Background: an optimization exercise with open tools, aiming at small area and a short achievable clock period. Do not read the settings as production practice.
Where RTL was checked, it was by simulation tests only, not by an equivalence proof against the original.
Only the layout flow was run in runs 2 to 4; the RTL was not checked for function there.
Power and IR drop assume default switching activity.

[design/flow/config.mk]
export PLATFORM = sky130hd
export DESIGN_NAME = branch_predictor
export DESIGN_NICKNAME = branch_predictor
export VERILOG_FILES = /design/flow/design.v
export SDC_FILE = /design/flow/constraint.sdc
export NUM_CORES = 4
export LEC_CHECK = 0
export CAP_MARGIN = 20
export CORE_MARGIN = 2
export CORE_UTILIZATION = 40
export SLEW_MARGIN = 20
[design/flow/constraint.sdc]
create_clock -name core_clock -period 7.5 [get_ports {clk}]
set_input_delay 1.5000 -clock core_clock [delete_from_list [all_inputs] [get_ports {clk}]]
set_output_delay 1.5000 -clock core_clock [all_outputs]
set_load 0.01 [all_outputs]
[design/flow/design.v]
module branch_predictor #(
  parameter  int IDX_BITS = 5,
  localparam int TAG_BITS = 30 - IDX_BITS
) (
  input  logic        clk,
  input  logic        reset,
  input  logic [31:0] if_pc,
  output logic        pred_taken,
  output logic [31:0] pred_next_pc,
  input  logic        ex_valid,
  input  logic        ex_is_branch,
  input  logic        ex_is_jump,
  input  logic [31:0] ex_pc,
  input  logic [31:0] ex_target,
  input  logic        ex_taken
);
  localparam int ENTRIES = 1 << IDX_BITS;
  logic                valid_r   [ENTRIES];
  logic [TAG_BITS-1:0] tag_r     [ENTRIES];
  logic [31:0]         target_r  [ENTRIES];
  logic                is_jump_r [ENTRIES];
  logic [1:0]          ctr_r     [ENTRIES];
  logic [IDX_BITS-1:0] if_idx_s;
  logic [TAG_BITS-1:0] if_tag_s;
  logic [IDX_BITS-1:0] ex_idx_s;
  logic [TAG_BITS-1:0] ex_tag_s;
  logic [IDX_BITS-1:0] pht_rd_idx_s;
  logic [IDX_BITS-1:0] pht_wr_idx_s;
  logic                if_hit_s;
  logic                ex_hit_s;
  logic                upd_s;
  logic                taken_s;
  logic                wr_s;
  logic [1:0]          ctr_nxt_s;
  logic                unused_s;
  assign if_idx_s = if_pc[IDX_BITS+1:2];
  assign if_tag_s = if_pc[31:IDX_BITS+2];
  assign ex_idx_s = ex_pc[IDX_BITS+1:2];
  assign ex_tag_s = ex_pc[31:IDX_BITS+2];
  assign unused_s = ^{if_pc[1:0], ex_pc[1:0]};
  logic [IDX_BITS-1:0] ghr_r;
  assign pht_rd_idx_s = if_idx_s ^ ghr_r;
  assign pht_wr_idx_s = ex_idx_s ^ ghr_r;
  always_ff @(posedge clk) begin
    if (reset) begin
      ghr_r <= {IDX_BITS{1'b0}};
    end else if (upd_s && !ex_is_jump) begin
      ghr_r <= {ghr_r[IDX_BITS-2:0], ex_taken};
    end else begin
      ghr_r <= ghr_r;
    end
  end
  always_comb begin
    if_hit_s   = valid_r[if_idx_s] && (tag_r[if_idx_s] == if_tag_s);
    pred_taken = if_hit_s && (is_jump_r[if_idx_s] || ctr_r[pht_rd_idx_s][1]);
    if (pred_taken) begin
      pred_next_pc = target_r[if_idx_s];
    end else begin
      pred_next_pc = if_pc + 32'd4;
    end
  end
  always_comb begin
    upd_s    = ex_valid && (ex_is_branch || ex_is_jump);
    taken_s  = ex_is_jump || ex_taken;
    ex_hit_s = valid_r[ex_idx_s] && (tag_r[ex_idx_s] == ex_tag_s);
    wr_s     = upd_s && (ex_hit_s || taken_s);
    if (ex_is_jump) begin
      ctr_nxt_s = 2'b11;
    end else if (!ex_hit_s) begin
      ctr_nxt_s = 2'b10;
    end else if (taken_s) begin
      ctr_nxt_s = (ctr_r[pht_wr_idx_s] == 2'b11) ? 2'b11 : ctr_r[pht_wr_idx_s] + 2'b01;
    end else begin
      ctr_nxt_s = (ctr_r[pht_wr_idx_s] == 2'b00) ? 2'b00 : ctr_r[pht_wr_idx_s] - 2'b01;
    end
  end
  always_ff @(posedge clk) begin
    if (reset) begin
      for (int i = 0; i < ENTRIES; i++) begin
        valid_r[i] <= 1'b0;
        ctr_r[i]   <= 2'b01;
      end
    end else if (wr_s) begin
      valid_r[ex_idx_s]   <= 1'b1;
      tag_r[ex_idx_s]     <= ex_tag_s;
      target_r[ex_idx_s]  <= ex_target;
      is_jump_r[ex_idx_s] <= ex_is_jump;
      ctr_r[pht_wr_idx_s] <= ctr_nxt_s;
    end else begin
      valid_r[ex_idx_s] <= valid_r[ex_idx_s];
    end
  end
endmodule
[design/flow/run.sh]
#!/bin/bash
# synth_recipe.tcl (not shown) runs the flow's synth.tcl, then flattens the netlist and writes it again
# the make line also repeats each setting of config.mk as NAME=value (left out here)
make -C /OpenROAD-flow-scripts/flow DESIGN_CONFIG=/design/flow/config.mk WORK_HOME=/design/flow/orfs CLKGATE_MAP_FILE= SYNTH_SCRIPT=/design/flow/synth_recipe.tcl finish
==> summary.md, run 1 <==
| Metric | Value |
|---|---|
| Worst path cell trace | buf_12 > buf_16 > buf_16 > mux2i_2 > o221ai_1 > a211oi_2 > nor3_1 > or4b_1 > or4b_4 > nor4_4 > buf_4 > and2_2 > buf_12 > mux2i_1 > buf_4 > clkdlybuf4s50_1 |
| Leak Pwr | 32.65 nW |
| Final Hold Fails | 0 |
| Most common cell after layout, fill and taps aside | edfxtp_1 |
| Max Buffers Root-to-Sink | 3 |
| TritonCTS clock tree | built |
| Remaining routing DRC violations | 0 |
| VDD IR max | 0.2429 mV |
| Worst EP required | 6.00 ns |
| Post-Syn Instances | 4449 |
| Register-to-Register Path Depth | 11 |
| Core ar. | 210000 um^2 |
| First-pass GRT wire length | 378000 um |
| Pre-antenna DRT Iters | 6 |
| Via count | 49160 |
| CP Buf/Inv Count | 7 |
| Outcome | timing/DRC/antenna clean |
| Number of distinct library cells after synthesis | 81 |
| Slew at the pin closest to its max-slew limit | 1.145 ns |
| R2R setup slack | 2.79 ns |
| Worst reg2reg endpoint | ctr_r[29][0] |
| CTS Hold Bufs | 0 |
| Flops & latches, synth | 1957 |
| Cell taking the most area after synthesis | edfxtp_1 |
| CP top delay family | buffers and inverters |
| Via density | 6.255 |
| Root Driver | clkbuf_16 |
| RD Place Congestion | 0.9026 |
| Layout cells sized above 1 | 0.2658 |
| YS warnings | 1 |
| EDFF count, synth | 1952 |
| Routed wire length | 273200 um |
| Cell Pwr Density | 237.5 nW/um^2 |
| CP Max Fanout | 19 |
| Final worst setup slack | 0.08317 ns |
| GRT overflow | 0 |
| Setup tns final | 0 ns |
| Layout area overhead | 18.31% |
| Routed Antenna Nets | 0 |
| CP max-delay cell | or4b_1 |
| Worst hold start | ghr_r[2] |
| Worst Setup End Kind | output port |
| Worst Hold Path Cells | 2 |
| Hpwl dp | 171000 um |
| Die ar. | 215400 um^2 |
| Initial Util | 0.4033 |
| CP arrival | 5.92 ns |
| Final layout net count | 4988 |
| Vias in the first global route | 48460 |
| Fillers | 17290 |
| Register area share after synthesis | 0.6933 |
| Die width | 464.1 um |
| Top cell type's share of synthesized area | 0.6921 |
| I/O pins | 135 |
| CTS H-tree depth | 4 |
| Clock sinks | 1957 |
| Highest clock rate | 0.1348 GHz |
| Final Instance Area | 100200 um^2 |
| Avg Cell Area, Syn | 19.04 um^2 |
| Hold endpoint | ghr_r[3] |
| Worst Setup Start Kind | input pin |
| Die Span Y | 464.1 um |
| Final max-slew violation count | 0 |
| Latest clock arrival within the worst-skew pair | 0.90 ns |
| Reg clk slew, reported paths | 0.06 ns |
| Cell row count | 168 |
| Final cycle utilization of the critical path | 0.9889 |
| RSZ-0062 raised after global routing | false |
| Syn Nets | 4552 |
| R2R Path Start | tag_r[22][18] |
| Placed Area | 93530 um^2 |
| Commonest cells after routing, fill and taps aside | edfxtp_1 (1952), mux2i_1 (594), mux4_2 (504) |
| Critical path class | input pin to output port |
| Post-synth top flop | edfxtp_1 |
| Max cap viols | 0 |
| Final min period | 7.417 ns |
| DR iter-0 viols | 6963 |
| Cell Area, Synth | 84690 um^2 |
| Hold Path Class | register to register |
| Clk_skew | 0.07336 ns |
| Pwr Total | 23.80 mW |
| I/O Buffers | 132 |
| Gr usage total | 0.2481 |
| Synth area leaders | edfxtp_1 (69%), mux4_2 (13%), mux2i_1 (7.0%) |
| WL/cell | 34.77 um |
| Endpoints failing setup | 0 |
| Slew HR | 0.2342 |
| Largest net degree at the start of global routing | 118 |
| Asr flop ratio synth | 0 |
| Number of CTS-inserted buffers | 201 |
| Critical path's largest stage delay | 0.58 ns |
| Pre-CTS setup slack | -0.1145 ns |
| Initial antenna violation count | 11 |
==> what timing repair did <==
item                       CTS  global route
buffers inserted             1             0
resized for setup           13            21
setup endpoints to repair   22            26
cloned                       1             2
pin swaps                    1             0
==> area by class of cell <==
class | instances | area (um^2) | area share
diodes | 6 | 15.01 | 0.0001498
clock buffers | 244 | 5191 | 0.05181
clock inverters | 122 | 1305 | 0.01302
inverters | 10 | 47.55 | 0.0004745
multi-input cells | 2156 | 24720 | 0.2467
flip-flops and latches | 1957 | 58720 | 0.5860
well taps | 2805 | 3510 | 0.03503
repair buffers | 559 | 6699 | 0.06685
==> worst register-to-register path: stages, from the launching register on <==
cell and delay [ns]:
edfxtp_1 0.38, mux2i_1 0.21, o22ai_1 0.11, nor4_1 0.80, a21o_1 0.38, nand4_1 0.19
nor4_1 0.47, nand4_1 0.25, buf_4 0.25, a21o_4 0.40, buf_12 0.29, o41ai_1 0.61
==> routing by layer <==
layer  wire [um]  vias up  GRT usage  share of wire
met5          40        -          0        0.00015
met4       14180        6     0.1171          0.052
met3       23930      572    0.04279          0.088
met2      126800     2703     0.3859           0.46
met1      108200    26070     0.3403           0.40
li1            -    19800          -              -
==> worst max-delay path by stage <==
stage                     startpoint                to  slack (ns)  depth (start not counted)
final                       if_pc[3]  pred_next_pc[13]        0.08                         16
after global routing        if_pc[3]  pred_next_pc[27]       0.003                         16
after CTS                   if_pc[2]  pred_next_pc[13]        0.02                         15
after detailed placement    if_pc[4]   pred_next_pc[9]       -0.11                         13
after global placement      if_pc[4]   pred_next_pc[9]       -0.12                         13
after floorplan             ex_pc[3]      is_jump_r[0]       -1.46                         16
==> flip-flops by register name, summed over array words and instances, names as in the netlist <==
signal	flops
target_r	1024
tag_r	800
ctr_r	64
is_jump_r	32
valid_r	32
ghr_r	5
==> report_power, final <==
part / leakage [nW] / switching, mW / total [mW] / internal [mW]
registers: 17.6 / 0.0222 / 12.1 / 12.1
logic: 11.9 / 1.08 / 1.79 / 0.703
clock network: 3.15 / 4.38 / 9.90 / 5.51
==> per-stage QoR <==
| stage | hold slack (ns) | util | cells |
|---|---|---|---|
| after global routing | 0.6520 | 0.4772 | 7857 |
| after detailed placement | 0.5951 | 0.4454 | 7484 |
| after global placement | 0.5900 | 0.4454 | 7484 |
| after floorplan | 0.5370 | - | 4449 |
| after CTS | 0.6057 | 0.4769 | 7852 |
| final | 0.6016 | 0.4772 | 7859 |
==> kinds of logic after synthesis <==
group / Yosys count / synth area share
AOI/OAI and AO/OA: 502 / 0.04101
adders and majority gates: 3 / 0.0003841
and+or+nand+nor: 479 / 0.03373
DFF: 1957 / 0.6933
muxes: 1115 / 0.2066
xor gates and xnor gates: 57 / 0.005895
buffers and inverters: 336 / 0.01913
==> synthesized netlist by cell type (27+ instances only) <==
cell and instances:
nand4b_1 28, xor2_1 27, a221oi_1 36, a21oi_1 32
o221ai_1 41, clkbuf_1 167, edfxtp_1 1952, mux2i_1 596
mux4_2 504, xnor2_1 30, o22ai_1 199, nor3_1 54
nor2_1 76, nor4_1 56, nand3_1 41, nand2_1 54
nand4_1 32, o21ai_0 61, buf_2 102
==> inputs of run 2 (changes only) <==
==> design/flow/design.v (replaced) <==
module branch_predictor #(
  parameter  int IDX_BITS = 5,
  localparam int TAG_BITS = 30 - IDX_BITS
) (
  input  logic        clk,
  input  logic        reset,
  input  logic [31:0] if_pc,
  output logic        pred_taken,
  output logic [31:0] pred_next_pc,
  input  logic        ex_valid,
  input  logic        ex_is_branch,
  input  logic        ex_is_jump,
  input  logic [31:0] ex_pc,
  input  logic [31:0] ex_target,
  input  logic        ex_taken
);
  localparam int ENTRIES = 1 << IDX_BITS;
  localparam int DW      = 1 + 32 + TAG_BITS;    
  logic [DW-1:0]       ent_q   [ENTRIES];
  logic [ENTRIES-1:0]  valid_q;
  logic [1:0]          ctr_q   [ENTRIES];
  logic [IDX_BITS-1:0] ghr_q;
  logic [IDX_BITS-1:0] if_idx, ex_idx, rd_p, wr_p;
  logic [TAG_BITS-1:0] if_tag, ex_tag;
  logic [ENTRIES-1:0]  if_sel, ex_sel, rd_sel, wr_sel;
  logic [DW-1:0]       if_ent;
  logic [TAG_BITS:0]   ex_vt;
  logic                if_v, if_dir;
  logic                if_hit, ex_hit, upd, taken, wr;
  logic [1:0]          ex_ctr, ctr_nxt;
  logic [DW-1:0]       wdata;
  logic                unused;
  assign if_idx = if_pc[IDX_BITS+1:2];
  assign if_tag = if_pc[31:IDX_BITS+2];
  assign ex_idx = ex_pc[IDX_BITS+1:2];
  assign ex_tag = ex_pc[31:IDX_BITS+2];
  assign unused = ^{if_pc[1:0], ex_pc[1:0]};
  assign rd_p   = if_idx ^ ghr_q;
  assign wr_p   = ex_idx ^ ghr_q;
  always_comb begin
    if_ent = '0;
    if_v   = 1'b0;
    if_dir = 1'b0;
    ex_vt  = '0;
    ex_ctr = '0;
    for (int k = 0; k < ENTRIES; k++) begin
      if_sel[k] = (if_idx == IDX_BITS'(k));
      ex_sel[k] = (ex_idx == IDX_BITS'(k));
      rd_sel[k] = (rd_p   == IDX_BITS'(k));
      wr_sel[k] = (wr_p   == IDX_BITS'(k));
      if_ent = if_ent | (ent_q[k] & {DW{if_sel[k]}});
      if_v   = if_v   | (valid_q[k] & if_sel[k]);
      if_dir = if_dir | (ctr_q[k][1] & rd_sel[k]);
      ex_vt  = ex_vt  | ({valid_q[k], ent_q[k][TAG_BITS-1:0]} & {(TAG_BITS+1){ex_sel[k]}});
      ex_ctr = ex_ctr | (ctr_q[k] & {2{wr_sel[k]}});
    end
  end
  assign if_hit       = if_v && (if_ent[TAG_BITS-1:0] == if_tag);
  assign pred_taken   = if_hit && (if_ent[DW-1] || if_dir);
  assign pred_next_pc = pred_taken ? if_ent[DW-2:TAG_BITS] : (if_pc + 32'd4);
  assign upd    = ex_valid && (ex_is_branch || ex_is_jump);
  assign taken  = ex_is_jump || ex_taken;
  assign ex_hit = ex_vt[TAG_BITS] && (ex_vt[TAG_BITS-1:0] == ex_tag);
  assign wr     = upd && (ex_hit || taken) && !reset;
  assign wdata  = {ex_is_jump, ex_target, ex_tag};
  always_comb begin
    if (ex_is_jump)      ctr_nxt = 2'b11;
    else if (!ex_hit)    ctr_nxt = 2'b10;
    else if (ex_taken)   ctr_nxt = (ex_ctr == 2'b11) ? 2'b11 : ex_ctr + 2'b01;
    else                 ctr_nxt = (ex_ctr == 2'b00) ? 2'b00 : ex_ctr - 2'b01;
  end
  always_ff @(posedge clk) begin
    if (reset)                   ghr_q <= '0;
    else if (upd && !ex_is_jump) ghr_q <= {ghr_q[IDX_BITS-2:0], ex_taken};
  end
  for (genvar k = 0; k < ENTRIES; k++) begin : g_ent
    always_ff @(posedge clk) begin
      if (wr && ex_sel[k]) ent_q[k] <= wdata;
      valid_q[k] <= !reset && (valid_q[k] || (wr && ex_sel[k]));
      if (reset)                  ctr_q[k] <= 2'b01;
      else if (wr && wr_sel[k])   ctr_q[k] <= ctr_nxt;
    end
  end
endmodule
==> summary.md, run 2 <==
| Metric | Value |
|---|---|
| Outcome | failed layout checks (was timing/DRC/antenna clean) |
| Failing Checks | setup timing |
| Final cycle utilization of the critical path | 1.018 (was 0.9889) |
| Worst EP required | 6.00 ns (about the same) |
| Largest net degree at the start of global routing | 58 (was 118) |
| Worst hold start | valid_q[3] (was ghr_r[2]) |
| Clock sinks | 1957 (unchanged) |
| Leak Pwr | 33.59 nW (was 32.65 nW) |
| Cell Pwr Density | 241.7 nW/um^2 (was 237.5 nW/um^2) |
| Die width | 450.9 um (was 464.1 um) |
| Count leader, synth | edfxtp_1 (unchanged) |
| Flops & latches, synth | 1957 (unchanged) |
| Commonest cells in the netlist | edfxtp_1 (1856), a22oi_1 (601), nand3_1 (320) (was edfxtp_1 (1952), mux2i_1 (596), mux4_2 (504)) |
| Remaining routing DRC violations | 0 (unchanged) |
| Max FFs per register | 1856 (was 1024) |
| Via density | 7.063 (was 6.255) |
| Post-synth top flop | edfxtp_1 (unchanged) |
| CP arrival | 6.14 ns (was 5.92 ns) |
| Pre-antenna DRT Iters | 9 (was 6) |
| Avg Cell Area, Syn | 15.34 um^2 (was 19.04 um^2) |
| Routed wire length | 408700 um (was 273200 um) |
| Most common cell after layout, fill and taps aside | edfxtp_1 (unchanged) |
| Cell taking the most area after synthesis | edfxtp_1 (unchanged) |
| Vias in the first global route | 58290 (was 48460) |
| Hpwl dp | 270200 um (was 171000 um) |
| Register area share after synthesis | 0.7228 (was 0.6933) |
| Final layout net count | 6181 (was 4988) |
| Pre-CTS setup slack | -1.049 ns (was -0.1145 ns) |
| Register-to-Register Path Depth | 15 (was 11) |
| Switching power | 5.766 mW (was 5.485 mW) |
| Hold endpoint | valid_q[3] (was ghr_r[3]) |
| Worst reg2reg endpoint | ent_q[1][18] (was ctr_r[29][0]) |
| First-pass GRT wire length | 537600 um (was 378000 um) |
| YS warnings | 3 (was 1) |
| DR iter-0 viols | 13670 (was 6963) |
| WL/cell | 45.79 um (was 34.77 um) |
| CTS Hold Bufs | 0 (unchanged) |
| Slew at the pin closest to its max-slew limit | 1.202 ns (was 1.145 ns) |
| Via count | 63030 (was 49160) |
| Post-Syn Instances | 5210 (was 4449) |
| R2R setup slack | 2.54 ns (was 2.79 ns) |
| Initial antenna violation count | 31 (was 11) |
| Hold slack | 0.4846 ns (was 0.6016 ns) |
| Endpoints failing setup | 27 (was 0) |
| Clk_skew | 0.08209 ns (was 0.07336 ns) |
| Reg clk slew, reported paths | 0.06 ns (about the same) |
| Fillers | 16670 (was 17290) |
| Worst Hold Path Cells | 2 (unchanged) |
| Slew HR | 0.1928 (was 0.2342) |
| Routed Antenna Nets | 0 (unchanged) |
| EDFF count, synth | 1856 (was 1952) |
| Die ar. | 203300 um^2 (was 215400 um^2) |
| Synth area leaders | edfxtp_1 (70%), a22oi_1 (5.6%), dfxtp_1 (2.5%) (was edfxtp_1 (69%), mux4_2 (13%), mux2i_1 (7.0%)) |
| Number of CTS-inserted buffers | 203 (was 201) |
| Core ar. | 199000 um^2 (was 210000 um^2) |
| Biggest regs | ent_q x1856, ctr_q x64, valid_q x32 (was target_r x1024, tag_r x800, ctr_r x64) |
| TritonCTS clock tree | built (unchanged) |
| Sequential Power Share | 0.496 (was 0.509) |
| RD Place Congestion | 1.048 (was 0.9026) |
| VDD IR max | 0.2602 mV (was 0.2429 mV) |
| Internal power | 18.48 mW (was 18.31 mW) |
| Hold Path Class | register to register (unchanged) |
| Multi-input gate area | 21220 um^2 (was 24720 um^2) |
| Clk pwr share | 0.431 (was 0.416) |
| Commonest cells after routing, fill and taps aside | edfxtp_1 (1856), buf_4 (657), a22oi_1 (601) (was edfxtp_1 (1952), mux2i_1 (594), mux4_2 (504)) |
| Number of distinct library cells after synthesis | 91 (was 81) |
| Final max-slew violation count | 0 (unchanged) |
| Final worst setup slack | -0.1380 ns (was 0.08317 ns) |
| Cell Area, Synth | 79900 um^2 (was 84690 um^2) |
| Register Area | 57760 um^2 (was 58720 um^2) |
| Asr flop ratio synth | 0 (unchanged) |
| RSZ-0062 raised after global routing | true (was false) |
| Highest clock rate | 0.1309 GHz (was 0.1348 GHz) |
| Max Buffers Root-to-Sink | 3 (unchanged) |
| Initial Util | 0.4014 (was 0.4033) |
| Layout area overhead | 25.55% (was 18.31%) |
| Final min period | 7.638 ns (was 7.417 ns) |
| GRT overflow | 0 (unchanged) |
| CP Max Fanout | 16 (was 19) |
| Critical path class | input pin to output port (unchanged) |
| Die Span Y | 450.9 um (was 464.1 um) |
| Syn Nets | 5318 (was 4552) |
| Final Hold Fails | 0 (unchanged) |
| R2R Path Start | ent_q[17][15] (was tag_r[22][18]) |
| Worst Setup Start Kind | input pin (unchanged) |
| Cell row count | 164 (was 168) |
| Switching share of total power | 0.2378 (was 0.2305) |
| Gr usage total | 0.3931 (was 0.2481) |
| I/O pins | 135 (unchanged) |
| Comb pwr share | 0.073 (was 0.075) |
| I/O Buffers | 132 (unchanged) |
| Layout cells sized above 1 | 0.2369 (was 0.2658) |
| Max cap viols | 0 (unchanged) |
| Register bank with the most flops | ent_q (was target_r) |
| Worst Setup End Kind | output port (unchanged) |
| CTS H-tree depth | 4 (unchanged) |
| Top cell type's share of synthesized area | 0.6975 (was 0.6921) |
| Root Driver | clkbuf_16 (unchanged) |
| Latest clock arrival within the worst-skew pair | 0.92 ns (was 0.90 ns) |
==> run 2: changes by cell type after synthesis, sizes merged, moves of 140 or more <==
cell,change
and3,+140
a22oi,+580
o22ai,-184
mux2i,-434
nand3,+279
mux4,-499
nand4,+223
==> run 2: timing repair <==
| action | 4_1_cts | 5_1_grt |
|---|---|---|
| buffers inserted | 24 | 2 |
| gates resized for setup | 134 | 32 |
| endpoints found under the setup margin | 33 | 33 |
| pin swaps | 13 | 14 |
| gates cloned | 4 | 0 |
==> run 2: how the worst max path moves through the flow <==
stage / start / to / slack, ns
floorplan: if_pc[4] / pred_next_pc[10] / 0.77
global placement: if_pc[2] / pred_next_pc[13] / -1.43
detailed placement: if_pc[2] / pred_next_pc[1] / -1.05
CTS: if_pc[3] / pred_next_pc[12] / -0.02
global route: if_pc[2] / pred_next_pc[27] / -0.06
finish: if_pc[2] / pred_next_pc[31] / -0.14
==> run 2: logic make-up after synthesis <==
kind of cell    count (synthesis)  share of synthesized area
flops                        1957                     0.7228
fa+ha+maj                       8                   0.001190
compound gates               1262                     0.1275
mux                           210                    0.02776
xor+xnor                       75                   0.008221
buf+inv                       405                    0.02128
simple gates                 1293                    0.09126
==> run 2: critical path: stages <==
cell	delay, ns
clkdlybuf4s15_1	0.24
buf_4	0.20
ha_4	0.20
and3_4	0.21
ha_4	0.26
buf_4	0.23
buf_4	0.16
a222oi_1	0.45
o221ai_1	0.25
nor4_1	0.78
buf_12	0.21
xnor2_1	0.07
nor4_2	0.33
nand4_1	0.15
buf_6	0.22
buf_16	0.21
mux2i_1	0.17
clkdlybuf4s15_1	0.25
==> run 2: routing by layer <==
layer | wire [um] | part of all wire | vias to the layer above | global-route usage
met4 | 36020 | 0.088 | 22 | 0.2722
met1 | 144900 | 0.35 | 31630 | 0.5105
li1 | - | - | 23610 | -
met5 | 136 | 0.00033 | - | 0
met2 | 170000 | 0.42 | 6200 | 0.5609
met3 | 57590 | 0.14 | 1571 | 0.1219
==> run 2: stage by stage <==
step	area, um^2	power (mW)	TNS [ns]	std cells	utilization
after floorplan	79900	12.80	0	5210	-
after global placement	92930	13.89	-45.85	8492	0.4669
after detailed placement	92960	13.90	-32.94	8493	0.4671
after CTS	100200	24.15	-0.1946	8897	0.5032
after global routing	100300	24.67	-0.4597	8902	0.5037
final	100300	24.25	-2.060	8924	0.5040
==> run 2: power by group through the flow <==
stage | sequential (mW) | combinational [mW] | clock [mW]
2_1_floorplan | 12.3 | 0.551 | 0
3_3_place_gp | 12.3 | 1.64 | 0
3_5_place_dp | 12.3 | 1.64 | 0
4_1_cts | 12.0 | 1.65 | 10.5
5_1_grt | 12.0 | 1.74 | 10.9
6_report | 12.0 | 1.76 | 10.5
==> run 2: cell type report <==
| type | count | share of cell area |
|---|---|---|
| sequential | 1957 | 0.5757 |
| multi-input combinational | 2848 | 0.2116 |
| timing repair buffer | 1032 | 0.1097 |
| clock buffer | 253 | 0.05364 |
| tap | 2656 | 0.03313 |
| clock inverter | 123 | 0.01433 |
| inverter | 31 | 0.001335 |
| antenna | 24 | 0.0005987 |
==> inputs of run 3 (changes only) <==
--- a/design/flow/config.mk
+++ b/design/flow/config.mk
@@ -10,2 +10,3 @@
 export CORE_UTILIZATION = 40
+export SETUP_SLACK_MARGIN = 1.5
 export SLEW_MARGIN = 20
==> summary.md, run 3 <==
| Metric | Value |
|---|---|
| Outcome | timing/DRC/antenna clean (was failed layout checks) |
| CP max-delay cell | nor3_4 (was nor4_1) |
| Gr usage total | 0.3901 (was 0.3931) |
| Remaining routing DRC violations | 0 (unchanged) |
| Hold slack | 0.4726 ns (was 0.4846 ns) |
| Most common cell after layout, fill and taps aside | edfxtp_1 (unchanged) |
| Cell row count | 164 (unchanged) |
| Worst Setup Start Kind | input pin (unchanged) |
| Register-to-Register Path Depth | 16 (was 15) |
| Initial Util | 0.4014 (unchanged) |
| Placed Cells incl. Taps | 8503 (was 8493) |
| Initial antenna violation count | 38 (was 31) |
| Endpoints failing setup | 0 (was 27) |
| Die ar. | 203300 um^2 (unchanged) |
| VDD IR max | 0.2367 mV (was 0.2602 mV) |
| DR top layer | met5 (unchanged) |
| Synth area leaders | edfxtp_1 (70%), a22oi_1 (5.6%), dfxtp_1 (2.5%) (unchanged) |
| I/O Buffers | 132 (unchanged) |
| Via density | 7.050 (was 7.063) |
| I/O pins | 135 (unchanged) |
| DR iter-0 viols | 12930 (was 13670) |
| Final layout net count | 6195 (was 6181) |
| DR WL met2 | 167200 um (was 170000 um) |
| Number of distinct library cells after synthesis | 91 (unchanged) |
| WP depth | 18 (unchanged) |
| Die width | 450.9 um (unchanged) |
| Final Hold Fails | 0 (unchanged) |
| Vias in the first global route | 58910 (was 58290) |
| Post-synth top flop | edfxtp_1 (unchanged) |
| WL/cell | 45.37 um (was 45.79 um) |
| Worst Setup End Kind | output port (unchanged) |
| Latest clock arrival within the worst-skew pair | 0.91 ns (was 0.92 ns) |
| Hpwl dp | 269300 um (was 270200 um) |
| Number of CTS-inserted buffers | 201 (was 203) |
| Slew at the pin closest to its max-slew limit | 1.221 ns (was 1.202 ns) |
| Most frequent CP cell | buf_6 (was buf_4) |
| Final min period | 7.205 ns (was 7.638 ns) |
| Hold Path Class | register to register (unchanged) |
| Leak Pwr | 33.49 nW (was 33.59 nW) |
| Register area share after synthesis | 0.7228 (unchanged) |
| Die Span Y | 450.9 um (unchanged) |
| Clk_skew | 0.06797 ns (was 0.08209 ns) |
| Syn Nets | 5318 (unchanged) |
| First-pass GRT wire length | 535000 um (was 537600 um) |
| Flops & latches, synth | 1957 (unchanged) |
| Pwr Total | 23.84 mW (was 24.25 mW) |
| Slew HR | 0.1840 (was 0.1928) |
| Max FFs per register | 1856 (unchanged) |
| Via count | 62980 (was 63030) |
| CP arrival | 5.70 ns (was 6.14 ns) |
| Fillers | 16730 (was 16670) |
| Layout cells sized above 1 | 0.2465 (was 0.2369) |
| Max cap viols | 0 (unchanged) |
| YS warnings | 3 (unchanged) |
| TritonCTS clock tree | built (unchanged) |
| Reg clk slew, reported paths | 0.06 ns (about the same) |
| Final cycle utilization of the critical path | 0.9606 (was 1.018) |
| R2R setup slack | 2.68 ns (was 2.54 ns) |
| Cell taking the most area after synthesis | edfxtp_1 (unchanged) |
| Commonest cells after routing, fill and taps aside | edfxtp_1 (1856), buf_4 (658), a22oi_1 (600) (was edfxtp_1 (1856), buf_4 (657), a22oi_1 (601)) |
| Register bank with the most flops | ent_q (unchanged) |
| Final worst setup slack | 0.2954 ns (was -0.1380 ns) |
| Worst Hold Path Cells | 2 (unchanged) |
| Pre-antenna DRT Iters | 9 (unchanged) |
| Critical path's largest stage delay | 0.63 ns (was 0.78 ns) |
| Routed wire length | 405300 um (was 408700 um) |
| RD Place Congestion | 1.075 (was 1.048) |
| Biggest regs | ent_q x1856, ctr_q x64, valid_q x32 (unchanged) |
| Avg Cell Area, Syn | 15.34 um^2 (unchanged) |
| M1 WL | 142500 um (was 144900 um) |
| CP Max Fanout | 9 (was 16) |
| CTS H-tree depth | 4 (unchanged) |
| Core ar. | 199000 um^2 (unchanged) |
| CP top delay family | simple AND/OR/NAND/NOR gates (was buffers and inverters) |
| Root Driver | clkbuf_16 (unchanged) |
| GRT overflow | 0 (unchanged) |
| Max Buffers Root-to-Sink | 3 (unchanged) |
| Layout area overhead | 25.93% (was 25.55%) |
| Cell Area, Synth | 79900 um^2 (unchanged) |
| Commonest cells in the netlist | edfxtp_1 (1856), a22oi_1 (601), nand3_1 (320) (unchanged) |
| Pre-CTS setup slack | -1.124 ns (was -1.049 ns) |
| Clock sinks | 1957 (unchanged) |
| Final non-filler cell total | 8934 (was 8924) |
| Largest net degree at the start of global routing | 74 (was 58) |
| CP Buf/Inv Count | 8 (unchanged) |
| Cell Pwr Density | 237.0 nW/um^2 (was 241.7 nW/um^2) |
| Routed Antenna Nets | 0 (unchanged) |
| Highest clock rate | 0.1388 GHz (was 0.1309 GHz) |
| Top cell type's share of synthesized area | 0.6975 (unchanged) |
| Worst path cell trace | buf_6 > buf_4 > and3_4 > ha_4 > buf_6 > a222oi_1 > nand4_1 > nor3_4 > buf_6 > xnor2_2 > nand4_1 > buf_4 > nor4_4 > nand4_1 > buf_6 > buf_12 > mux2_4 > buf_6 (was clkdlybuf4s15_1 > buf_4 > ha_4 > and3_4 > ha_4 > buf_4 > buf_4 > a222oi_1 > o221ai_1 > nor4_1 > buf_12 > xnor2_1 > nor4_2 > nand4_1 > buf_6 > buf_16 > mux2i_1 > clkdlybuf4s15_1) |
| Worst EP required | 6.00 ns (about the same) |
| Count leader, synth | edfxtp_1 (unchanged) |
| CTS Hold Bufs | 0 (unchanged) |
| Asr flop ratio synth | 0 (unchanged) |
| WL met3 | 58720 um (was 57590 um) |
| EDFF count, synth | 1856 (unchanged) |
| RSZ-0062 raised after global routing | true (unchanged) |
| Final max-slew violation count | 0 (unchanged) |
| Post-Syn Instances | 5210 (unchanged) |
| Critical path class | input pin to output port (unchanged) |
## run 3: cell count changes in the layout (fill, tap and decap cells not counted), moves of 5 or more
cell / before / now
bufinv_16: 24 / 14
nor4_2: 11 / 16
clkbuf_1: 42 / 53
mux2i_1: 162 / 135
mux2i_4: 0 / 22
clkdlybuf4s15_2: 6 / 0
clkdlybuf4s15_1: 9 / 0
mux2i_2: 0 / 5
buf_6: 2 / 38
nor4_1: 37 / 31
## run 3: worst min-delay path, delay by kind of cell, from the launching register on
| family | cells | cell delay (ns) |
|---|---|---|
| AOI/OAI and AO/OA | 1 | 0.05 |
| DFF | 1 | 0.31 |
| buffers and inverters | 1 | 0.06 |
## run 3: path summary, 6_finish.rpt
check,startpoint,to
worst min register to register,valid_q[22],valid_q[22]
worst max register to register,ent_q[27][3],ent_q[29][0]
worst min-delay path,valid_q[22],valid_q[22]
worst max-delay path,if_pc[5],pred_next_pc[0]
## run 3: per-stage QoR
stage / instance area (um^2) / setup TNS [ns] / util
2_1_floorplan: 80380 / 0 / -
3_3_place_gp: 93310 / -47.68 / 0.4688
3_5_place_dp: 93350 / -35.58 / 0.4690
4_1_cts: 100500 / 0 / 0.5049
5_1_grt: 100600 / 0 / 0.5053
6_report: 100600 / 0 / 0.5055
## run 3: metal layers
layer	vias to the layer above	GRT usage
met5	-	0.0004735
met4	24	0.2780
met3	1626	0.1248
met2	6151	0.5523
met1	31530	0.5046
li1	23650	-
## run 3: where the power goes
| part | internal (mW) | total (mW) | switching (mW) |
|---|---|---|---|
| logic | 0.561 | 1.80 | 1.23 |
| clock network | 5.53 | 10.0 | 4.49 |
| registers | 12.0 | 12.0 | 0.0247 |
## run 3: logic make-up after synthesis
kind of cell / share of synthesized area
adder cells (fa/ha/maj): 0.001190
buffers and inverters: 0.02128
flip-flops: 0.7228
XOR/XNOR: 0.008221
AND/OR/NAND/NOR: 0.09126
AO/OA/AOI/OAI: 0.1275
multiplexers: 0.02776
## run 3: what timing repair did
item                        CTS  global route
pin swaps                    25             3
setup buffers                28             6
setup endpoints to repair  1770           932
hold endpoints to repair      0             0
gates cloned                  2             0
resized for setup           239            18
## run 3: cell type report
cell class / count / area (um^2) / share of cell area
Sequential cell: 1957 / 57760 / 0.5740
Multi-Input combinational cell: 2848 / 21660 / 0.2153
Timing Repair Buffer: 1048 / 11200 / 0.1113
Clock buffer: 260 / 5334 / 0.05301
Tap cell: 2656 / 3323 / 0.03303
Clock inverter: 112 / 1149 / 0.01142
Inverter: 31 / 141.4 / 0.001405
Antenna cell: 22 / 55.05 / 0.0005471
==> inputs of run 4 (changes only) <==
--- a/design/flow/config.mk
+++ b/design/flow/config.mk
@@ -10,3 +10,4 @@
 export CORE_UTILIZATION = 40
-export SETUP_SLACK_MARGIN = 1.5
+export CTS_BUF_LIST = sky130_fd_sc_hd__clkbuf_4 sky130_fd_sc_hd__clkbuf_8
+export CTS_CLUSTER_SIZE = 30
 export SLEW_MARGIN = 20
==> summary.md, run 4 <==
| Metric | Value |
|---|---|
| I/O pins | 135 (unchanged) |
| Gr usage total | 0.3960 (was 0.3901) |
| Reg clk slew, reported paths | 0.06 ns (about the same) |
| Worst Hold Path Cells | 2 (unchanged) |
| Avg Cell Area, Syn | 15.34 um^2 (unchanged) |
| Routed wire length | 411700 um (was 405300 um) |
| Worst Setup Start Kind | input pin (unchanged) |
| Largest net degree at the start of global routing | 58 (was 74) |
| Critical path class | input pin to output port (unchanged) |
| First-pass GRT wire length | 542200 um (was 535000 um) |
| Die width | 450.9 um (unchanged) |
| Remaining routing DRC violations | 0 (unchanged) |
| Register area share after synthesis | 0.7228 (unchanged) |
| Final non-filler cell total | 9137 (was 8934) |
| Layout cells sized above 1 | 0.2619 (was 0.2465) |
| Register Area | 57760 um^2 (unchanged) |
| Switching power | 5.771 mW (was 5.745 mW) |
| Final min period | 7.591 ns (was 7.205 ns) |
| Clk_skew | 0.1170 ns (was 0.06797 ns) |
| Final worst setup slack | -0.09132 ns (was 0.2954 ns) |
| Most frequent CP cell | buf_12 (was buf_6) |
| Via count | 64140 (was 62980) |
| Cell taking the most area after synthesis | edfxtp_1 (unchanged) |
| Highest clock rate | 0.1317 GHz (was 0.1388 GHz) |
| Root Driver | clkbuf_8 (was clkbuf_16) |
| Failing Checks | setup timing |
| Final layout net count | 6318 (was 6195) |
| Hpwl dp | 270200 um (was 269300 um) |
| Register-to-Register Path Depth | 15 (was 16) |
| Die ar. | 203300 um^2 (unchanged) |
| Number of CTS-inserted buffers | 340 (was 201) |
| Via density | 7.020 (was 7.050) |
| Cell Area, Synth | 79900 um^2 (unchanged) |
| Final Instance Area | 99900 um^2 (was 100600 um^2) |
| Cell Pwr Density | 235.2 nW/um^2 (was 237.0 nW/um^2) |
| Worst path cell trace | dlygate4sd2_1 > buf_4 > ha_4 > and3_4 > ha_4 > buf_12 > a222oi_1 > o221ai_1 > nor3_1 > xor2_1 > nand3_2 > nor4_4 > buf_4 > nand4_1 > buf_12 > buf_12 > mux2_2 > buf_2 (was buf_6 > buf_4 > and3_4 > ha_4 > buf_6 > a222oi_1 > nand4_1 > nor3_4 > buf_6 > xnor2_2 > nand4_1 > buf_4 > nor4_4 > nand4_1 > buf_6 > buf_12 > mux2_4 > buf_6) |
| WP depth | 18 (unchanged) |
| CP Max Fanout | 7 (was 9) |
| Post-synth top flop | edfxtp_1 (unchanged) |
| Number of distinct library cells after synthesis | 91 (unchanged) |
| Setup tns final | -1.125 ns (was 0 ns) |
| Flops & latches, synth | 1957 (unchanged) |
| Cell row count | 164 (unchanged) |
| VDD IR max | 0.2032 mV (was 0.2367 mV) |
| Sequential Power Share | 0.512 (was 0.504) |
| Commonest cells after routing, fill and taps aside | edfxtp_1 (1856), buf_4 (652), a22oi_1 (601) (was edfxtp_1 (1856), buf_4 (658), a22oi_1 (600)) |
| Layout area overhead | 25.02% (was 25.93%) |
| Slew at the pin closest to its max-slew limit | 1.204 ns (was 1.221 ns) |
| Critical path's largest stage delay | 0.47 ns (was 0.63 ns) |
| Worst EP required | 6.00 ns (about the same) |
| Vias in the first global route | 59720 (was 58910) |
| Fillers | 16880 (was 16730) |
| EDFF count, synth | 1856 (unchanged) |
| YS warnings | 3 (unchanged) |
| Routed Antenna Nets | 0 (unchanged) |
| Count leader, synth | edfxtp_1 (unchanged) |
| Switching share of total power | 0.2456 (was 0.2409) |
| Slew HR | 0.1938 (was 0.1840) |
| GRT overflow | 0 (unchanged) |
| Hold slack | 0.4842 ns (was 0.4726 ns) |
| Post-Syn Instances | 5210 (unchanged) |
| Placed Cells incl. Taps | 8493 (was 8503) |
| TritonCTS clock tree | built (unchanged) |
| Biggest regs | ent_q x1856, ctr_q x64, valid_q x32 (unchanged) |
| Final cycle utilization of the critical path | 1.012 (was 0.9606) |
| Routing usage on met3 | 0.1336 (was 0.1248) |
| Outcome | failed layout checks (was timing/DRC/antenna clean) |
| Endpoints failing setup | 31 (was 0) |
| Top cell type's share of synthesized area | 0.6975 (unchanged) |
| Placed Area | 92960 um^2 (was 93350 um^2) |
| Multi-input gate area | 21240 um^2 (was 21660 um^2) |
| CP max-delay cell | a222oi_1 (was nor3_4) |
| Leak Pwr | 33.67 nW (was 33.49 nW) |
| Clock sinks | 1957 (unchanged) |
| CP Buf/Inv Count | 7 (was 8) |
| Pre-CTS setup slack | -1.049 ns (was -1.124 ns) |
| Latest clock arrival within the worst-skew pair | 1.15 ns (was 0.91 ns) |
| WL/cell | 45.06 um (was 45.37 um) |
| Clk pwr share | 0.413 (was 0.420) |
| Worst Setup End Kind | output port (unchanged) |
| I/O Buffers | 132 (unchanged) |
| Most common cell after layout, fill and taps aside | edfxtp_1 (unchanged) |
| Comb pwr share | 0.075 (about the same) |
| RD Place Congestion | 1.048 (was 1.075) |
| CP top delay family | buffers and inverters (was simple AND/OR/NAND/NOR gates) |
| Final Hold Fails | 0 (unchanged) |
| Register bank with the most flops | ent_q (unchanged) |
| DR iter-0 viols | 13040 (was 12930) |
| GRT busiest layer | met2 (unchanged) |
| Core ar. | 199000 um^2 (unchanged) |
| Asr flop ratio synth | 0 (unchanged) |
| Internal power | 17.72 mW (was 18.10 mW) |
| Final max-slew violation count | 0 (unchanged) |
| Max FFs per register | 1856 (unchanged) |
| Pwr Total | 23.49 mW (was 23.84 mW) |
| Die Span Y | 450.9 um (unchanged) |
| Syn Nets | 5318 (unchanged) |
| Pre-antenna DRT Iters | 10 (was 9) |
| CTS H-tree depth | 5 (was 4) |
| Max Buffers Root-to-Sink | 4 (was 3) |
| Initial antenna violation count | 33 (was 38) |
| Max cap viols | 0 (unchanged) |
| Met2 Use GR | 0.5598 (was 0.5523) |
| Global-route met1 utilization | 0.5078 (was 0.5046) |
| Final core area utilization | 0.5019 (was 0.5055) |
| Hold Path Class | register to register (unchanged) |
| Initial Util | 0.4014 (unchanged) |
| CP arrival | 6.09 ns (was 5.70 ns) |
| Synth area leaders | edfxtp_1 (70%), a22oi_1 (5.6%), dfxtp_1 (2.5%) (unchanged) |
| Commonest cells in the netlist | edfxtp_1 (1856), a22oi_1 (601), nand3_1 (320) (unchanged) |
[run 4: cell families (layout without fill, tap and decap cells)]
kind of cell               after synthesis  in the layout  share of synthesized area
xor gates and xnor gates                75             75                   0.008221
DFF                                   1957           1957                     0.7228
other                                    0             27                          0
AOI/OAI and AO/OA                     1262           1262                     0.1275
and+or+nand+nor                       1293           1293                    0.09126
muxes                                  210            210                    0.02776
adders and majority gates                8              8                   0.001190
buffers and inverters                  405           1649                    0.02128
[run 4: path summary, 6_finish.rpt]
path / startpoint / endpoint / slack, ns
worst max-delay path: if_pc[3] / pred_next_pc[1] / -0.09
worst min-delay path: valid_q[3] / valid_q[3] / 0.48
worst max register to register: ent_q[17][15] / ent_q[4][37] / 2.55
worst min register to register: valid_q[3] / valid_q[3] / 0.48
[run 4: metal layers]
metal | routed length, um | vias to the layer above | part of all wire
met2 | 170100 | 6478 | 0.41
li1 | - | 23920 | -
met1 | 144100 | 32050 | 0.35
met5 | 205 | - | 0.00050
met4 | 37390 | 22 | 0.091
met3 | 59840 | 1675 | 0.15
[run 4: power by group through the flow]
stage	clock network (mW)	registers (mW)	logic, mW
6_report	9.70	12.0	1.76
5_1_grt	10.2	12.0	1.74
4_1_cts	9.70	12.0	1.65
3_5_place_dp	0	12.3	1.64
3_3_place_gp	0	12.3	1.64
2_1_floorplan	0	12.3	0.551
[run 4: worst reg2reg max path: cells and delay by family, from the launching register on]
kind	cells	cell delay [ns]
compound gates	5	1.58
buf+inv	5	1.12
flops	1	0.49
mux	1	0.20
simple gates	4	1.23
[run 4: cell type report]
cell class,count,share of cell area
Clock buffer,443,0.05515
Sequential cell,1957,0.5782
Timing Repair Buffer,1032,0.1095
Tap cell,2656,0.03327
Antenna cell,27,0.0006764
Clock inverter,143,0.009331
Inverter,31,0.001340
Multi-Input combinational cell,2848,0.2126
[run 4: what timing repair did]
item / in CTS / in global routing
setup buffers: 25 / 0
pin swaps: 12 / 16
hold buffers: 0 / 0
endpoints found under the setup margin: 33 / 33
gates resized for setup: 132 / 54
cloned: 4 / 0
==> inputs of run 5 (changes only) <==
==> design/flow/design.v (replaced) <==
module branch_predictor #(
  parameter  int IDX_BITS = 5,
  localparam int TAG_BITS = 30 - IDX_BITS
) (
  input  logic        clk,
  input  logic        reset,
  input  logic [31:0] if_pc,
  output logic        pred_taken,
  output logic [31:0] pred_next_pc,
  input  logic        ex_valid,
  input  logic        ex_is_branch,
  input  logic        ex_is_jump,
  input  logic [31:0] ex_pc,
  input  logic [31:0] ex_target,
  input  logic        ex_taken
);
  localparam int ENTRIES = 1 << IDX_BITS;
  logic [ENTRIES-1:0]                valid_q;
  logic [ENTRIES-1:0][TAG_BITS-1:0]  tag_q;
  logic [ENTRIES-1:0][31:0]          target_q;
  logic [ENTRIES-1:0]                isj_q;
  logic [ENTRIES-1:0][1:0]           ctr_q;
  logic [IDX_BITS-1:0]               ghr_q;
  logic [IDX_BITS-1:0] if_idx, ex_idx, rd_p, wr_p;
  logic [TAG_BITS-1:0] if_tag, ex_tag;
  logic [ENTRIES-1:0]  if_match;
  logic                if_hit, if_tkn, ex_hit, upd, taken, wr;
  logic [31:0]         if_seq, if_alt;
  logic [1:0]          ex_ctr, ctr_nxt;
  logic                unused;
  assign if_idx = if_pc[IDX_BITS+1:2];
  assign if_tag = if_pc[31:IDX_BITS+2];
  assign ex_idx = ex_pc[IDX_BITS+1:2];
  assign ex_tag = ex_pc[31:IDX_BITS+2];
  assign unused = ^{if_pc[1:0], ex_pc[1:0]};
  assign rd_p   = if_idx ^ ghr_q;
  assign wr_p   = ex_idx ^ ghr_q;
  for (genvar k = 0; k < ENTRIES; k++) begin : g_match
    assign if_match[k] = valid_q[k] && (tag_q[k] == if_tag) && (if_idx == IDX_BITS'(k));
  end
  assign if_hit       = |if_match;
  assign if_tkn       = isj_q[if_idx] || ctr_q[rd_p][1];
  assign if_seq       = if_pc + 32'd4;
  assign if_alt       = if_tkn ? target_q[if_idx] : if_seq;
  assign pred_taken   = if_hit && if_tkn;
  assign pred_next_pc = if_hit ? if_alt : if_seq;
  assign upd     = ex_valid && (ex_is_branch || ex_is_jump);
  assign taken   = ex_is_jump || ex_taken;
  assign ex_hit  = valid_q[ex_idx] && (tag_q[ex_idx] == ex_tag);
  assign wr      = upd && (ex_hit || taken) && !reset;
  assign ex_ctr  = ctr_q[wr_p];
  always_comb begin
    if (ex_is_jump)      ctr_nxt = 2'b11;
    else if (!ex_hit)    ctr_nxt = 2'b10;
    else if (ex_taken)   ctr_nxt = (ex_ctr == 2'b11) ? 2'b11 : ex_ctr + 2'b01;
    else                 ctr_nxt = (ex_ctr == 2'b00) ? 2'b00 : ex_ctr - 2'b01;
  end
  always_ff @(posedge clk) begin
    if (reset)                   ghr_q <= '0;
    else if (upd && !ex_is_jump) ghr_q <= {ghr_q[IDX_BITS-2:0], ex_taken};
  end
  for (genvar k = 0; k < ENTRIES; k++) begin : g_ent
    always_ff @(posedge clk) begin
      if (wr && ex_idx == IDX_BITS'(k)) begin
        tag_q[k]    <= ex_tag;
        target_q[k] <= ex_target;
        isj_q[k]    <= ex_is_jump;
      end
      valid_q[k] <= !reset && (valid_q[k] || (wr && ex_idx == IDX_BITS'(k)));
      if (reset)                               ctr_q[k] <= 2'b01;
      else if (wr && wr_p == IDX_BITS'(k))     ctr_q[k] <= ctr_nxt;
    end
  end
endmodule
--- a/design/flow/config.mk
+++ b/design/flow/config.mk
@@ -10,4 +10,6 @@
 export CORE_UTILIZATION = 40
-export CTS_BUF_LIST = sky130_fd_sc_hd__clkbuf_4 sky130_fd_sc_hd__clkbuf_8
-export CTS_CLUSTER_SIZE = 30
+export CTS_BUF_LIST = sky130_fd_sc_hd__clkbuf_8
+export CTS_CLUSTER_DIAMETER = 60
+export CTS_CLUSTER_SIZE = 12
+export SETUP_SLACK_MARGIN = 2
 export SLEW_MARGIN = 20
==> summary.md, run 5 <==
| Metric | Value |
|---|---|
| Die ar. | 221200 um^2 (was 203300 um^2) |
| Final layout net count | 5755 (was 6318) |
| Number of CTS-inserted buffers | 192 (was 340) |
| Register bank with the most flops | target_q (was ent_q) |
| Final cycle utilization of the critical path | 0.8127 (was 1.012) |
| Pwr Total | 20.61 mW (was 23.49 mW) |
| Register Area | 57760 um^2 (about the same) |
| Max Buffers Root-to-Sink | 3 (was 4) |
| Worst reg2reg endpoint | tag_q[14] (was ent_q[4][37]) |
| R2R setup slack | 2.86 ns (was 2.55 ns) |
| Layout cells sized above 1 | 0.2878 (was 0.2619) |
| Clock sinks | 1957 (unchanged) |
| CP arrival | 4.60 ns (was 6.09 ns) |
| Multi-input gate area | 29240 um^2 (was 21240 um^2) |
| Sequential Power Share | 0.582 (was 0.512) |
| R2R Path Start | tag_q[627] (was ent_q[17][15]) |
| Largest family of logic cells by synthesized area | multiplexers (was compound AO/OA/AOI/OAI gates) |
| Switching power | 5.180 mW (was 5.771 mW) |
| Pre-CTS setup slack | 0.3845 ns (was -1.049 ns) |
| Syn Nets | 5152 (was 5318) |
| Setup tns final | 0 ns (was -1.125 ns) |
| Cell taking the most area after synthesis | edfxtp_1 (unchanged) |
| Vias in the first global route | 52380 (was 59720) |
| Via count | 53620 (was 64140) |
| Core ar. | 216700 um^2 (was 199000 um^2) |
| Routed Antenna Nets | 0 (unchanged) |
| Synth area leaders | edfxtp_1 (64%), mux4_2 (13%), xnor2_1 (8.2%) (was edfxtp_1 (70%), a22oi_1 (5.6%), dfxtp_1 (2.5%)) |
| Final max-slew violation count | 0 (unchanged) |
| Highest clock rate | 0.1641 GHz (was 0.1317 GHz) |
| Count leader, synth | edfxtp_1 (unchanged) |
| Max FFs per register | 1024 (was 1856) |
| Comb pwr share | 0.107 (was 0.075) |
| Commonest cells in the netlist | edfxtp_1 (1856), xnor2_1 (810), mux4_2 (485) (was edfxtp_1 (1856), a22oi_1 (601), nand3_1 (320)) |
| Clk_skew | 0.08058 ns (was 0.1170 ns) |
| TritonCTS clock tree | built (unchanged) |
| Final core area utilization | 0.4764 (was 0.5019) |
| Fillers | 18320 (was 16880) |
| Synth Area in Simple Gates | 0.05211 (was 0.09126) |
| Initial Util | 0.4013 (was 0.4014) |
| I/O pins | 135 (unchanged) |
| Most common cell after layout, fill and taps aside | edfxtp_1 (unchanged) |
| Final worst setup slack | 1.405 ns (was -0.09132 ns) |
| Reg clk slew, reported paths | 0.08 ns (was 0.06 ns) |
| Worst Setup End Kind | output port (unchanged) |
| Switching share of total power | 0.2513 (was 0.2456) |
| Gr usage total | 0.2902 (was 0.3960) |
| Pre-antenna DRT Iters | 6 (was 10) |
| Via density | 6.254 (was 7.020) |
| Cell Area, Synth | 86970 um^2 (was 79900 um^2) |
| Register-to-Register Path Depth | 16 (was 15) |
| Number of distinct library cells after synthesis | 72 (was 91) |
| Hold Path Class | register to register (unchanged) |
| Outcome | timing/DRC/antenna clean (was failed layout checks) |
| RD Place Congestion | 1.006 (was 1.048) |
| Clk pwr share | 0.310 (was 0.413) |
| CTS H-tree depth | 4 (was 5) |
| Die Span Y | 470.3 um (was 450.9 um) |
| Slew HR | 0.2462 (was 0.1938) |
| WL/cell | 38.12 um (was 45.06 um) |
| Layout area overhead | 18.73% (was 25.02%) |
| CP Max Fanout | 12 (was 7) |
| VDD IR max | 0.1929 mV (was 0.2032 mV) |
| Post-synth top flop | edfxtp_1 (unchanged) |
| Hpwl dp | 205000 um (was 270200 um) |
| Initial antenna violation count | 21 (was 33) |
| I/O Buffers | 132 (unchanged) |
| Post-synthesis mux area share | 0.1550 (was 0.02776) |
| Die width | 470.3 um (was 450.9 um) |
| DR iter-0 viols | 8035 (was 13040) |
| EDFF count, synth | 1856 (unchanged) |
| Final Hold Fails | 0 (unchanged) |
| Asr flop ratio synth | 0 (unchanged) |
| Final min period | 6.095 ns (was 7.591 ns) |
| Slew at the pin closest to its max-slew limit | 1.127 ns (was 1.204 ns) |
| Latest clock arrival within the worst-skew pair | 1.03 ns (was 1.15 ns) |
| Internal power | 15.43 mW (was 17.72 mW) |
| Flops & latches, synth | 1957 (unchanged) |
| Commonest cells after routing, fill and taps aside | edfxtp_1 (1856), xnor2_1 (787), mux4_2 (485) (was edfxtp_1 (1856), buf_4 (652), a22oi_1 (601)) |
| Max cap viols | 0 (unchanged) |
| Crit path launch | if_pc[20] (was if_pc[3]) |
| CP endpoint | pred_next_pc[15] (was pred_next_pc[1]) |
| Leak Pwr | 32.33 nW (was 33.67 nW) |
| Cell row count | 171 (was 164) |
| First-pass GRT wire length | 441700 um (was 542200 um) |
| Avg Cell Area, Syn | 17.24 um^2 (was 15.34 um^2) |
| Register area share after synthesis | 0.6641 (was 0.7228) |
| Endpoints failing setup | 0 (was 31) |
| Remaining routing DRC violations | 0 (unchanged) |
| YS warnings | 1 (was 3) |
| GRT overflow | 0 (unchanged) |
| Compound-cell area share of the yosys netlist | 0.02381 (was 0.1275) |
| Biggest regs | target_q x1024, tag_q x800, ctr_q x64 (was ent_q x1856, ctr_q x64, valid_q x32) |
| Routed wire length | 326900 um (was 411700 um) |
| Worst EP required | 6.00 ns (about the same) |
| Synth Area in XOR/XNOR | 0.08640 (was 0.008221) |
| Top cell type's share of synthesized area | 0.6408 (was 0.6975) |
| Largest net degree at the start of global routing | 93 (was 58) |
| Root Driver | clkbuf_8 (unchanged) |
| Cell Pwr Density | 199.6 nW/um^2 (was 235.2 nW/um^2) |
| Critical path class | input pin to output port (unchanged) |
| RSZ-0062 raised after global routing | true |
| Worst hold start | ctr_q[51] (was valid_q[3]) |
| Post-Syn Instances | 5044 (was 5210) |
| Post-synthesis adder-cell area fraction | 0.001093 (was 0.001190) |
| Worst Setup Start Kind | input pin (unchanged) |
[run 5: changes by cell type after synthesis, moves of 96 or more]
cell / before / now
a222oi_1: 96 / 0
mux4_2: 5 / 485
a22oi_1: 601 / 21
a22o_1: 147 / 15
xnor2_1: 32 / 810
and3_1: 151 / 19
nand3_1: 320 / 112
a221oi_1: 131 / 18
[run 5: final cells by class]
| class | instances | share of cell area |
|---|---|---|
| diodes | 14 | 0.0003393 |
| well taps | 2854 | 0.03458 |
| flip-flops and latches | 1957 | 0.5593 |
| clock inverters | 58 | 0.005247 |
| repair buffers | 728 | 0.09082 |
| multi-input cells | 2755 | 0.2832 |
| inverters | 13 | 0.0005210 |
| clock buffers | 195 | 0.02599 |
[run 5: logic make-up after synthesis]
family,after synthesis
compound gates,288
flops,1957
buf+inv,332
mux,739
xor+xnor,858
fa+ha+maj,8
simple gates,862
[run 5: worst min-delay path by stage]
stage,to,slack (ns),depth (start not counted)
2_1_floorplan,ctr_q[35],0.44,2
3_3_place_gp,ctr_q[61],0.46,2
3_5_place_dp,ctr_q[37],0.47,2
4_1_cts,ctr_q[59],0.48,2
5_1_grt,ctr_q[57],0.51,2
6_report,ctr_q[51],0.48,2
[run 5: critical path: stages]
cell	delay, ns
buf_6	0.26
buf_6	0.23
buf_4	0.18
xnor2_1	0.21
nand4_1	0.21
nor3_1	0.24
nand3_1	0.18
nand4_1	0.19
nor4_4	0.08
a211oi_4	0.33
buf_12	0.20
buf_6	0.13
buf_12	0.12
mux2i_1	0.19
buf_4	0.18
buf_6	0.11
[run 5: timing repair]
item | 4_1_cts | 5_1_grt
buffers inserted | 88 | 35
hold buffers | 0 | 0
gates cloned | 27 | 1
gates resized for setup | 470 | 104
endpoints found under the setup margin | 79 | 631
pin swaps | 68 | 44
[run 5: routing by layer]
metal	wire, um	GRT usage	vias to the layer above
li1	-	-	21160
met5	35	0	-
met3	35790	0.07536	712
met1	125600	0.3899	28380
met4	18140	0.1366	6
met2	147300	0.4411	3360
[run 5: power by group through the flow]
stage | Combinational [mW] | Clock, mW | Sequential [mW]
after global placement | 1.88 | 0 | 12.3
after floorplan | 1.00 | 0 | 12.2
after detailed placement | 1.89 | 0 | 12.3
after global routing | 2.25 | 6.87 | 12.0
after CTS | 2.13 | 6.51 | 12.0
final | 2.21 | 6.40 | 12.0
[run 5: per-stage QoR]
stage / area (um^2) / hold WS (ns) / instances
global placement: 95970 / 0.4604 / 8156
floorplan: 87320 / 0.4403 / 5044
finish: 103300 / 0.4828 / 8574
detailed placement: 95970 / 0.4733 / 8156
CTS: 102400 / 0.4847 / 8524
global route: 103200 / 0.5063 / 8564
==> inputs of run 6 (changes only) <==
--- a/design/flow/config.mk
+++ b/design/flow/config.mk
@@ -9,3 +9,3 @@
 export CORE_MARGIN = 2
-export CORE_UTILIZATION = 40
+export CORE_UTILIZATION = 50
 export CTS_BUF_LIST = sky130_fd_sc_hd__clkbuf_8
==> summary.md, run 6 <==
| Metric | Value |
|---|---|
| Pre-antenna DRT Iters | 6 (unchanged) |
| Cell Pwr Density | 204.3 nW/um^2 (was 199.6 nW/um^2) |
| Core ar. | 173400 um^2 (was 216700 um^2) |
| Cell Area, Synth | 86970 um^2 (unchanged) |
| Asr flop ratio synth | 0 (unchanged) |
| I/O pins | 135 (unchanged) |
| Worst Setup End Kind | output port (unchanged) |
| Critical path's largest stage delay | 0.61 ns (was 0.33 ns) |
| Via density | 6.651 (was 6.254) |
| Commonest cells in the netlist | edfxtp_1 (1856), xnor2_1 (810), mux4_2 (485) (unchanged) |
| Syn Nets | 5152 (unchanged) |
| Number of distinct library cells after synthesis | 72 (unchanged) |
| Final Instance Area | 100100 um^2 (was 103300 um^2) |
| Clock sinks | 1957 (unchanged) |
| Layout cells sized above 1 | 0.2688 (was 0.2878) |
| Leak Pwr | 31.13 nW (was 32.33 nW) |
| Synth area leaders | edfxtp_1 (64%), mux4_2 (13%), xnor2_1 (8.2%) (unchanged) |
| Remaining routing DRC violations | 0 (unchanged) |
| YS warnings | 1 (unchanged) |
| Die ar. | 177300 um^2 (was 221200 um^2) |
| CP Max Fanout | 11 (was 12) |
| Post-Syn Instances | 5044 (unchanged) |
| Critical path class | input pin to output port (unchanged) |
| Number of CTS-inserted buffers | 189 (was 192) |
| CP arrival | 4.58 ns (was 4.60 ns) |
| Max Buffers Root-to-Sink | 3 (unchanged) |
| Final min period | 6.079 ns (was 6.095 ns) |
| Routed wire length | 308500 um (was 326900 um) |
| CTS H-tree depth | 4 (unchanged) |
| Top cell type's share of synthesized area | 0.6408 (unchanged) |
| Hold Path Class | register to register (unchanged) |
| Via count | 52600 (was 53620) |
| I/O Buffers | 132 (unchanged) |
| Largest net degree at the start of global routing | 131 (was 93) |
| EDFF count, synth | 1856 (unchanged) |
| Avg Cell Area, Syn | 17.24 um^2 (unchanged) |
| Routed Antenna Nets | 0 (unchanged) |
| Setup tns final | 0 ns (unchanged) |
| Die width | 421.1 um (was 470.3 um) |
| Cell row count | 153 (was 171) |
| Register area share after synthesis | 0.6641 (unchanged) |
| Flops & latches, synth | 1957 (unchanged) |
| Slew at the pin closest to its max-slew limit | 1.080 ns (was 1.127 ns) |
| RD Place Congestion | 1.056 (was 1.006) |
| VDD IR max | 0.2227 mV (was 0.1929 mV) |
| Worst path cell trace | buf_6 > buf_12 > buf_4 > xor2_1 > nor4_1 > a31oi_1 > nand4_1 > nor4_2 > a211oi_4 > buf_6 > buf_12 > buf_16 > mux2i_4 > clkdlybuf4s15_2 (was buf_6 > buf_6 > buf_4 > xnor2_1 > nand4_1 > nor3_1 > nand3_1 > nand4_1 > nor4_4 > a211oi_4 > buf_12 > buf_6 > buf_12 > mux2i_1 > buf_4 > buf_6) |
| Count leader, synth | edfxtp_1 (unchanged) |
| Root Driver | clkbuf_8 (unchanged) |
| Initial antenna violation count | 8 (was 21) |
| Commonest cells after routing, fill and taps aside | edfxtp_1 (1856), xnor2_1 (795), mux4_2 (485) (was edfxtp_1 (1856), xnor2_1 (787), mux4_2 (485)) |
| Cell taking the most area after synthesis | edfxtp_1 (unchanged) |
| CP max-delay cell | nor4_1 (was a211oi_4) |
| Clk_skew | 0.07848 ns (was 0.08058 ns) |
| Reg clk slew, reported paths | 0.08 ns (about the same) |
| WL/cell | 39.01 um (was 38.12 um) |
| Latest clock arrival within the worst-skew pair | 1.06 ns (was 1.03 ns) |
| Max FFs per register | 1024 (unchanged) |
| Fillers | 13350 (was 18320) |
| RSZ-0062 raised after global routing | true (unchanged) |
| Max cap viols | 0 (unchanged) |
| Endpoints failing setup | 0 (unchanged) |
| Most common cell after layout, fill and taps aside | edfxtp_1 (unchanged) |
| Final layout net count | 5614 (was 5755) |
| Worst Setup Start Kind | input pin (unchanged) |
| Layout area overhead | 15.10% (was 18.73%) |
| Highest clock rate | 0.1645 GHz (was 0.1641 GHz) |
| Final Hold Fails | 0 (unchanged) |
| Biggest regs | target_q x1024, tag_q x800, ctr_q x64 (unchanged) |
| Slew HR | 0.2776 (was 0.2462) |
| Post-synth top flop | edfxtp_1 (unchanged) |
| Initial Util | 0.5015 (was 0.4013) |
| Vias in the first global route | 50820 (was 52380) |
| Hpwl dp | 189300 um (was 205000 um) |
| Gr usage total | 0.3401 (was 0.2902) |
| DR iter-0 viols | 8168 (was 8035) |
| Final max-slew violation count | 0 (unchanged) |
| Final cycle utilization of the critical path | 0.8105 (was 0.8127) |
| Worst EP required | 6.00 ns (about the same) |
| First-pass GRT wire length | 415800 um (was 441700 um) |
| Placed Area | 93490 um^2 (was 95970 um^2) |
| Die Span Y | 421.1 um (was 470.3 um) |
| Register bank with the most flops | target_q (unchanged) |
| GRT overflow | 0 (unchanged) |
| TritonCTS clock tree | built (unchanged) |
| Outcome | timing/DRC/antenna clean (unchanged) |
run 6: changes by cell type in the layout (fill, tap and decap cells not counted), sizes merged:
cell,previous run,this run
clkinv,19,15
clkbuf,198,200
buf,675,541
bufinv,6,7
diode,14,6
bufbuf,10,6
clkdlybuf4s50,38,31
inv,45,58
clkinvlp,1,5
run 6: critical path, delay by kind of cell:
kind / cells / cell delay, ns
multiplexers: 1 / 0.24
buffers and inverters: 7 / 1.47
AND/OR/NAND/NOR: 3 / 0.82
XOR/XNOR: 1 / 0.09
AO/OA/AOI/OAI: 2 / 0.42
run 6: repair_timing:
| item | 4_1_cts | 5_1_grt |
|---|---|---|
| endpoints found under the hold margin | 0 | 0 |
| gates resized for setup | 400 | 128 |
| gates cloned | 20 | 6 |
| buffers inserted | 54 | 48 |
| hold buffers | 0 | 0 |
| setup endpoints to repair | 845 | 184 |
| pin swaps | 35 | 51 |
run 6: cell families (layout without fill, tap and decap cells):
family / count (synthesis) / count (layout) / share of synthesized area
other cells: 0 / 6 / 0
fa+ha+maj: 8 / 8 / 0.001093
flops: 1957 / 1957 / 0.6641
simple gates: 862 / 862 / 0.05211
mux: 739 / 739 / 0.1550
buf+inv: 332 / 865 / 0.01751
compound gates: 288 / 288 / 0.02381
xor+xnor: 858 / 858 / 0.08640
run 6: per-stage QoR:
stage | hold WS, ns | std cells | power (mW) | worst slack (ns) | util
floorplan | 0.4403 | 5044 | 13.25 | 1.468 | -
global placement | 0.4546 | 7512 | 14.11 | 0.5276 | 0.5391
detailed placement | 0.4677 | 7512 | 14.12 | 0.5002 | 0.5391
CTS | 0.4806 | 7848 | 20.43 | 1.445 | 0.5706
global route | 0.4975 | 7904 | 20.96 | 1.407 | 0.5771
finish | 0.4793 | 7908 | 20.45 | 1.421 | 0.5772
run 6: worst paths after layout:
path / startpoint / to / slack [ns] / cells past startpoint
worst max-delay path: if_pc[28] / pred_next_pc[6] / 1.42 / 14
worst max register to register: tag_q[652] / tag_q[285] / 2.59 / 13
worst min-delay path: ctr_q[43] / ctr_q[43] / 0.48 / 2
worst min register to register: ctr_q[43] / ctr_q[43] / 0.48 / 2
run 6: final cells by class:
type                            count  area [um^2]  area share
Inverter                           13        50.05   0.0004999
Antenna cell                        6        15.01   0.0001500
Clock buffer                      190         2615     0.02612
Sequential cell                  1957        57760      0.5769
Multi-Input combinational cell   2755        29130      0.2909
Tap cell                         2325         2909     0.02906
Clock inverter                     72        624.3    0.006237
Timing Repair Buffer              590         7013     0.07005
run 6: layer usage:
metal  GRT usage  share of wire  vias to the layer above
met4      0.1711          0.060                        4
met5           0       0.000088                        -
li1            -              -                    20830
met2      0.5291           0.46                     3373
met3     0.06692           0.10                      709
met1      0.4602           0.38                    27690
run 6: where the power goes:
part           leakage [nW]  total [mW]  internal (mW)  switching [mW]
sequential             17.5        12.0           12.0          0.0220
clock                  1.77        6.35           2.60            3.76
combinational          11.9        2.09          0.792            1.30
total                  31.1        20.4           15.4            5.07

[re-timing with driven ports]
The flow's constraints put no driver on any port. The routed layouts listed below were extracted and timed again, unchanged, in two steps.
Step 1 sets driving cells, clkbuf_16 on the clock port and buf_2 on the other inputs (assumed; they add their load-dependent delay and slew).
Step 2 also shifts input and output timing later by t, the mid clock arrival at the registers, as if the neighbouring blocks saw the same clock.
a / b / c = no drivers / after step 1 / after step 2; a / b = the first two.
| run | t (ns) | setup WS [ns] | latest minus earliest clock arrival (ns) |
|---|---|---|---|
| run 1 | 0.957 | 0.083 / -0.109 / -0.275 | 0.075 / 0.075 |
| run 2 | 0.962 | -0.138 / -0.162 / -0.162 | 0.083 / 0.082 |
| run 3 | 0.958 | 0.295 / 0.251 / 0.251 | 0.068 / 0.068 |
| run 4 | 1.179 | -0.091 / -0.111 / -0.111 | 0.117 / 0.117 |
| run 5 | 1.076 | 1.405 / 1.239 / 0.908 | 0.081 / 0.080 |
| run 6 | 1.095 | 1.421 / 1.232 / 0.806 | 0.078 / 0.079 |
With both steps, setup timing fails in run 1, where it was met with ideal ports. The setup slack of run 6, which loses most, moves by -0.189 ns with the drivers and by -0.615 ns with both steps.
